Context: an optimization exercise on an open-source flow, tuned for small area. The choices shown serve that exercise and are no tape-out recipe.
No driver is modelled on the clock port, so clocking that relies on it looks cheaper here than on a real chip.
Power figures rest on the tool's default switching activity, not on a simulated workload.

## 11-18
==> flow/design.v <==
package branch_target_buffer_pkg;
   localparam int DATA_WIDTH = 32;
   localparam logic [1:0] CTR_SNT = 2'b00;
   localparam logic [1:0] CTR_WNT = 2'b01;
   localparam logic [1:0] CTR_WT  = 2'b10;
   localparam logic [1:0] CTR_ST  = 2'b11;
endpackage
module bpred_sat_counter
(
   input  logic [1:0] ctr,
   input  logic       taken,
   input  logic       force_st,
   output logic [1:0] ctr_next
);
   always_comb begin
      ctr_next = ctr;
      if (force_st) begin
         ctr_next = branch_target_buffer_pkg::CTR_ST;
      end else if (taken) begin
         if (ctr != branch_target_buffer_pkg::CTR_ST) ctr_next = ctr + 2'd1;
      end else begin
         if (ctr != branch_target_buffer_pkg::CTR_SNT) ctr_next = ctr - 2'd1;
      end
   end
endmodule
module btb_aoi222
(
   input  logic a1, a2, b1, b2, c1, c2,
   output logic y
);
   assign y = ~((a1 & a2) | (b1 & b2) | (c1 & c2));
endmodule
module btb_nand2
(
   input  logic a, b,
   output logic y
);
   assign y = ~(a & b);
endmodule
module btb_nand3
(
   input  logic a, b, c,
   output logic y
);
   assign y = ~(a & b & c);
endmodule
module btb_nor2
(
   input  logic a, b,
   output logic y
);
   assign y = ~(a | b);
endmodule
module btb_nor3
(
   input  logic a, b, c,
   output logic y
);
   assign y = ~(a | b | c);
endmodule
module btb_nor4
(
   input  logic a, b, c, d,
   output logic y
);
   assign y = ~(a | b | c | d);
endmodule
module btb_xor2
(
   input  logic a, b,
   output logic y
);
   assign y = a ^ b;
endmodule
module btb_xnor2
(
   input  logic a, b,
   output logic y
);
   assign y = ~(a ^ b);
endmodule
module btb_a21oi
(
   input  logic a1, a2, b1,
   output logic y
);
   assign y = ~((a1 & a2) | b1);
endmodule
module btb_o21ai
(
   input  logic a1, a2, b1,
   output logic y
);
   assign y = ~((a1 | a2) & b1);
endmodule
module btb_ha
(
   input  logic a, b,
   output logic s, co
);
   assign {co, s} = {1'b0, a} + {1'b0, b};
endmodule
module btb_mux2i
(
   input  logic a0, a1, s,
   output logic y
);
   assign y = ~(s ? a1 : a0);
endmodule
module btb_mux16n
(
   input  logic [15:0] s,
   input  logic [15:0] d,
   output logic        yn
);
   logic [5:0] n;
   logic       p0, p1;
   btb_aoi222 u0 (.a1(s[0]),  .a2(d[0]),  .b1(s[1]),  .b2(d[1]),  .c1(s[2]),  .c2(d[2]),  .y(n[0]));
   btb_aoi222 u1 (.a1(s[3]),  .a2(d[3]),  .b1(s[4]),  .b2(d[4]),  .c1(s[5]),  .c2(d[5]),  .y(n[1]));
   btb_aoi222 u2 (.a1(s[6]),  .a2(d[6]),  .b1(s[7]),  .b2(d[7]),  .c1(s[8]),  .c2(d[8]),  .y(n[2]));
   btb_aoi222 u3 (.a1(s[9]),  .a2(d[9]),  .b1(s[10]), .b2(d[10]), .c1(s[11]), .c2(d[11]), .y(n[3]));
   btb_aoi222 u4 (.a1(s[12]), .a2(d[12]), .b1(s[13]), .b2(d[13]), .c1(s[14]), .c2(d[14]), .y(n[4]));
   btb_nand2  u5 (.a(s[15]), .b(d[15]), .y(n[5]));
   btb_nand3  u6 (.a(n[0]), .b(n[1]), .c(n[2]), .y(p0));
   btb_nand3  u7 (.a(n[3]), .b(n[4]), .c(n[5]), .y(p1));
   btb_nor2   u8 (.a(p0), .b(p1), .y(yn));
endmodule
module btb_tagcmp
(
   input  logic [25:0] tag_n,
   input  logic [25:0] tag,
   input  logic        valid_n,
   output logic [2:0]  grp_miss
);
   logic [26:0] mis;
   logic [8:0]  z;
   for (genvar b = 0; b < 26; b++) begin : g_b
      btb_xnor2 u_x (.a(tag_n[b]), .b(tag[b]), .y(mis[b]));
   end
   assign mis[26] = valid_n;
   for (genvar k = 0; k < 9; k++) begin : g_z
      btb_nor3 u_z (.a(mis[3*k]), .b(mis[3*k+1]), .c(mis[3*k+2]), .y(z[k]));
   end
   for (genvar k = 0; k < 3; k++) begin : g_g
      btb_nand3 u_g (.a(z[3*k]), .b(z[3*k+1]), .c(z[3*k+2]), .y(grp_miss[k]));
   end
endmodule
module btb_add32
(
   input  logic [31:0] a,
   input  logic [31:0] b,
   output logic [31:0] s
);
   logic [32:0] c;
   logic        g0;
   btb_ha u_b0 (.a(a[0]), .b(b[0]), .s(s[0]), .co(g0));
   btb_nand2 u_c1 (.a(a[0]), .b(b[0]), .y(c[1]));
   for (genvar i = 1; i < 32; i++) begin : g_b
      if (i % 2 == 1) begin : g_odd
         logic np, ng;
         btb_xnor2 u_p (.a(a[i]), .b(b[i]), .y(np));
         btb_nand2 u_g (.a(a[i]), .b(b[i]), .y(ng));
         btb_o21ai u_c (.a1(np), .a2(c[i]), .b1(ng), .y(c[i+1]));
         btb_xor2  u_s (.a(np), .b(c[i]), .y(s[i]));
      end else begin : g_even
         logic p, g;
         btb_ha    u_h (.a(a[i]), .b(b[i]), .s(p), .co(g));
         btb_a21oi u_c (.a1(p), .a2(c[i]), .b1(g), .y(c[i+1]));
         btb_xor2  u_s (.a(p), .b(c[i]), .y(s[i]));
      end
   end
endmodule
module btb_dec16
(
   input  logic [3:0]  a,
   output logic [15:0] y
);
   logic [3:0] lo_n, hi_n;
   always_comb begin
      for (int k = 0; k < 4; k++) begin
         lo_n[k] = ~(a[1:0] == k[1:0]);
         hi_n[k] = ~(a[3:2] == k[1:0]);
      end
   end
   for (genvar i = 0; i < 16; i++) begin : g_y
      btb_nor2 u_y (.a(lo_n[i % 4]), .b(hi_n[i / 4]), .y(y[i]));
   end
endmodule
module btb_vnext
(
   input  logic clr_n,
   input  logic v,
   input  logic we,
   output logic y
);
   assign y = clr_n & (v | we);
endmodule
module branch_target_buffer
(
   input  logic        clk,
   input  logic        rst_n,
   input  logic [31:0] pc_i,
   output logic        hit_o,
   output logic        pred_taken_o,
   output logic [31:0] pred_target_o,
   input  logic        upd_valid_i,
   input  logic [31:0] upd_pc_i,
   input  logic [31:0] upd_imm_i,
   input  logic        upd_taken_i,
   input  logic        upd_jump_i,
   input  logic        flush_i
);
   logic [15:0] tbl_valid;
   logic [25:0] tbl_tag    [16];
   logic [31:0] tbl_target [16];
   logic [1:0]  tbl_ctr    [16];
   logic [15:0] lk_sel, lt_sel, up_sel;
   logic [15:0] valid_d;
   logic [15:0] we_ctr, we_tgt;
   logic        lk_valid_n, up_valid_n;
   logic [25:0] lk_tag_n, up_tag_n;
   logic [31:0] lk_target_n;
   logic        lk_ctr1_n;
   logic [1:0]  up_ctr_n;
   logic [2:0]  lk_miss, up_miss;
   logic [31:0] lk_inc_n;
   logic [3:0]  lk_taken;
   logic        up_hit;
   logic        up_tk;
   logic        up_wr;
   logic        clr_n;
   logic [1:0]  up_ctr;
   logic [1:0]  ctr_base;
   logic [1:0]  ctr_next;
   logic [31:0] up_target;
   btb_dec16 u_lk_dec (.a(pc_i[5:2]),     .y(lk_sel));
   btb_dec16 u_lt_dec (.a(pc_i[5:2]),     .y(lt_sel));
   btb_dec16 u_up_dec (.a(upd_pc_i[5:2]), .y(up_sel));
   for (genvar b = 0; b < 26; b++) begin : g_tag
      logic [15:0] col;
      for (genvar i = 0; i < 16; i++) begin : g_col
         assign col[i] = tbl_tag[i][b];
      end
      btb_mux16n u_lk (.s(lk_sel), .d(col), .yn(lk_tag_n[b]));
      btb_mux16n u_up (.s(up_sel), .d(col), .yn(up_tag_n[b]));
   end
   for (genvar b = 0; b < 32; b++) begin : g_tgt
      logic [15:0] col;
      for (genvar i = 0; i < 16; i++) begin : g_col
         assign col[i] = tbl_target[i][b];
      end
      btb_mux16n u_lk (.s(lt_sel), .d(col), .yn(lk_target_n[b]));
   end
   for (genvar b = 0; b < 2; b++) begin : g_ctr
      logic [15:0] col;
      for (genvar i = 0; i < 16; i++) begin : g_col
         assign col[i] = tbl_ctr[i][b];
      end
      btb_mux16n u_up (.s(up_sel), .d(col), .yn(up_ctr_n[b]));
      if (b == 1) begin : g_lk
         btb_mux16n u_lk (.s(lk_sel), .d(col), .yn(lk_ctr1_n));
      end
   end
   btb_mux16n u_lk_valid (.s(lk_sel), .d(tbl_valid), .yn(lk_valid_n));
   btb_mux16n u_up_valid (.s(up_sel), .d(tbl_valid), .yn(up_valid_n));
   btb_tagcmp u_lk_cmp (.tag_n(lk_tag_n), .tag(pc_i[31:6]), .valid_n(lk_valid_n), .grp_miss(lk_miss));
   btb_nor3   u_hit    (.a(lk_miss[0]), .b(lk_miss[1]), .c(lk_miss[2]), .y(hit_o));
   for (genvar k = 0; k < 4; k++) begin : g_tk
      btb_nor4 u_tk (.a(lk_miss[0]), .b(lk_miss[1]), .c(lk_miss[2]), .d(lk_ctr1_n), .y(lk_taken[k]));
   end
   assign pred_taken_o = lk_taken[0];
   assign lk_inc_n = ~{pc_i[31:2] + 30'd1, pc_i[1:0]};
   for (genvar b = 0; b < 32; b++) begin : g_out
      btb_mux2i u_o (.a0(lk_inc_n[b]), .a1(lk_target_n[b]), .s(lk_taken[b / 8]), .y(pred_target_o[b]));
   end
   btb_tagcmp u_up_cmp (.tag_n(up_tag_n), .tag(upd_pc_i[31:6]), .valid_n(up_valid_n), .grp_miss(up_miss));
   assign up_hit = ~|up_miss;
   assign up_tk  = upd_taken_i || upd_jump_i;
   assign up_wr  = upd_valid_i && (up_hit || up_tk);
   assign up_ctr = ~up_ctr_n;
   assign clr_n  = rst_n && !flush_i;
   btb_add32 u_add (.a(upd_pc_i), .b(upd_imm_i), .s(up_target));
   assign ctr_base = up_hit ? up_ctr : branch_target_buffer_pkg::CTR_WNT;
   bpred_sat_counter u_ctr (
      .ctr      (ctr_base),
      .taken    (up_tk),
      .force_st (upd_jump_i),
      .ctr_next (ctr_next)
   );
   for (genvar i = 0; i < 16; i++) begin : g_ent
      assign we_ctr[i] = up_wr && up_sel[i];
      assign we_tgt[i] = upd_valid_i && up_tk && up_sel[i];
      btb_vnext u_vnext (.clr_n(clr_n), .v(tbl_valid[i]), .we(we_ctr[i]), .y(valid_d[i]));
      always_ff @(posedge clk) begin
         tbl_valid[i] <= valid_d[i];
         if (we_ctr[i]) tbl_ctr[i] <= ctr_next;
         if (we_tgt[i]) begin
            tbl_tag[i]    <= upd_pc_i[31:6];
            tbl_target[i] <= up_target;
         end
      end
   end
endmodule
Settings: LEC_CHECK=0, CAP_MARGIN=20, CORE_MARGIN=2, CORE_UTILIZATION=50, SLEW_MARGIN=20, SYNTH_HIERARCHICAL=1; clock period 7.0 ns.
standard.sh (not shown) runs the stock make flow with config.mk's settings and CLKGATE_MAP_FILE= SYNTH_SCRIPT=/design/flow/synth_recipe.tcl, a recipe that flattens the netlist after the stock synthesis.
==> flow/flow/run.sh <==
#!/bin/bash
# Own layout flow: the standard flow, with these changes after synthesis.
#  - ports are buffered with buf_2 instead of the flow's default buffer;
#  - placement, repair and routing may not use buffers larger than buf_6
#    (flow/dont_use.tcl, sourced before each of those steps);
#  - the clock tree uses clkbuf_8, sink clusters of up to 14 within 60 um and no dummy loads.
# Synthesis is the standard one, run unchanged. Each step's output goes to its
# own log file here.
set -euo pipefail
DU=$PWD/flow/dont_use.tcl
bash standard.sh synth > synth.log 2>&1
bash standard.sh \
   "BUFFER_PORTS_ARGS=-buffer_cell sky130_fd_sc_hd__buf_2" \
   "CTS_ARGS=-sink_clustering_enable -repair_clock_nets -dont_use_dummy_load -buf_list sky130_fd_sc_hd__clkbuf_8 -sink_clustering_size 14 -sink_clustering_max_diameter 60" \
   "PRE_GLOBAL_PLACE_TCL=$DU" "PRE_RESIZE_TCL=$DU" "PRE_DETAIL_PLACE_TCL=$DU" \
   "PRE_CTS_TCL=$DU" "PRE_GLOBAL_ROUTE_TCL=$DU" "PRE_REPAIR_TIMING_POST_PLACE_TCL=$DU" \
   finish > finish.log 2>&1
==> flow/flow/dont_use.tcl <==
set_dont_use {sky130_fd_sc_hd__buf_8 sky130_fd_sc_hd__buf_12 sky130_fd_sc_hd__buf_16 sky130_fd_sc_hd__bufbuf_8 sky130_fd_sc_hd__bufbuf_16 sky130_fd_sc_hd__clkdlybuf4s50_1 sky130_fd_sc_hd__clkdlybuf4s50_2}
[inputs] 11-14 vs 11-18
--- a/flow/design.v
+++ b/flow/design.v
@@ -146,4 +146,34 @@
    end
 endmodule
+module btb_or3
+(
+   input  logic a, b, c,
+   output logic y
+);
+   assign y = a | b | c;
+endmodule
+module btb_tagcmp_s
+(
+   input  logic [25:0] tag_n,
+   input  logic [25:0] tag,
+   input  logic        valid_n,
+   output logic [2:0]  grp_miss
+);
+   logic [23:0] eq;
+   logic [1:0]  mis;
+   logic [8:0]  m;
+   for (genvar b = 0; b < 24; b++) begin : g_b
+      btb_xor2 u_x (.a(tag_n[b]), .b(tag[b]), .y(eq[b]));
+   end
+   btb_xnor2 u_x24 (.a(tag_n[24]), .b(tag[24]), .y(mis[0]));
+   btb_xnor2 u_x25 (.a(tag_n[25]), .b(tag[25]), .y(mis[1]));
+   for (genvar k = 0; k < 8; k++) begin : g_m
+      btb_nand3 u_m (.a(eq[3*k]), .b(eq[3*k+1]), .c(eq[3*k+2]), .y(m[k]));
+   end
+   btb_or3 u_m8 (.a(mis[0]), .b(mis[1]), .c(valid_n), .y(m[8]));
+   for (genvar k = 0; k < 3; k++) begin : g_g
+      btb_or3 u_g (.a(m[3*k]), .b(m[3*k+1]), .c(m[3*k+2]), .y(grp_miss[k]));
+   end
+endmodule
 module btb_add32
 (
@@ -171,20 +201,4 @@
    end
 endmodule
-module btb_dec16
-(
-   input  logic [3:0]  a,
-   output logic [15:0] y
-);
-   logic [3:0] lo_n, hi_n;
-   always_comb begin
-      for (int k = 0; k < 4; k++) begin
-         lo_n[k] = ~(a[1:0] == k[1:0]);
-         hi_n[k] = ~(a[3:2] == k[1:0]);
-      end
-   end
-   for (genvar i = 0; i < 16; i++) begin : g_y
-      btb_nor2 u_y (.a(lo_n[i % 4]), .b(hi_n[i / 4]), .y(y[i]));
-   end
-endmodule
 module btb_vnext
 (
@@ -234,7 +248,11 @@
    logic [1:0]  ctr_next;
    logic [31:0] up_target;
-   btb_dec16 u_lk_dec (.a(pc_i[5:2]),     .y(lk_sel));
-   btb_dec16 u_lt_dec (.a(pc_i[5:2]),     .y(lt_sel));
-   btb_dec16 u_up_dec (.a(upd_pc_i[5:2]), .y(up_sel));
+   always_comb begin
+      for (int i = 0; i < 16; i++) begin
+         lk_sel[i] = (pc_i[5:2] == i[3:0]);
+         lt_sel[i] = (pc_i[5:2] == i[3:0]);
+         up_sel[i] = (upd_pc_i[5:2] == i[3:0]);
+      end
+   end
    for (genvar b = 0; b < 26; b++) begin : g_tag
       logic [15:0] col;
@@ -274,5 +292,5 @@
       btb_mux2i u_o (.a0(lk_inc_n[b]), .a1(lk_target_n[b]), .s(lk_taken[b / 8]), .y(pred_target_o[b]));
    end
-   btb_tagcmp u_up_cmp (.tag_n(up_tag_n), .tag(upd_pc_i[31:6]), .valid_n(up_valid_n), .grp_miss(up_miss));
+   btb_tagcmp_s u_up_cmp (.tag_n(up_tag_n), .tag(upd_pc_i[31:6]), .valid_n(up_valid_n), .grp_miss(up_miss));
    assign up_hit = ~|up_miss;
    assign up_tk  = upd_taken_i || upd_jump_i;
Results
There was hardly any difference in adder-cell share of the synthesized area between 11-14 and 11-18.
Comparing 11-18 with 11-14, the sequential share of layout area came out essentially unchanged.
Diff 11-18 -> 11-14 | total power per unit cell area | decrease of about 0.6%
11-14: logic depth of the worst setup path including buffers 2 below 11-18
In the reports for 11-14 and 11-18, the smaller final worst-path cycle share belongs to 11-18.
Share of total power in combinational logic in 11-14 is 0.4 points below 11-18.
Going from 11-18 to 11-14, net count of the mapped netlist shrinks by 10.
Between 11-14 and 11-18, the via count is lower for 11-14.
Number of clock-tree buffers in the layout in 11-14 is 2.4% lower than in 11-18
Summary — setup slack, 11-14 relative to 11-18: lower, by 200 ps.
Area of the die: 11-18 vs 11-14, no meaningful difference
Count of state elements after synthesis came out exactly the same in 11-14 and 11-18.
Function was not checked in any run of this note: the RTL went through the layout flow alone.

[what the ideal ports hide]
How much do the figures lean on ideal ports? The routed layouts below were timed once more, with nothing changed but the port constraints. Step 1, drivers: a clkbuf_16 drives clk and a buf_2 each remaining input, both assumed. Step 2 moves the port delays by t, midway between the first and last clock arrival at a register: inputs arrive t later, outputs are due t later. That takes back most of the time a late clock gives input paths. Slacks: no drivers / after step 1 / after step 2; pairs: no drivers / after step 1.
run	t, ns	setup WS [ns]	worst setup path after step 2	clock arrival spread, ns
11-18	0.738	0.317 / 0.248 / -0.380	input to register	0.065 / 0.065
11-14	0.754	0.120 / 0.097 / -0.400	input to register	0.058 / 0.058
Met with ideal ports but missed after step 2: setup timing in 11-18 and 11-14. For 11-18, which loses most, drivers alone change the setup slack by -0.069 ns; drivers and shift together by -0.697 ns.
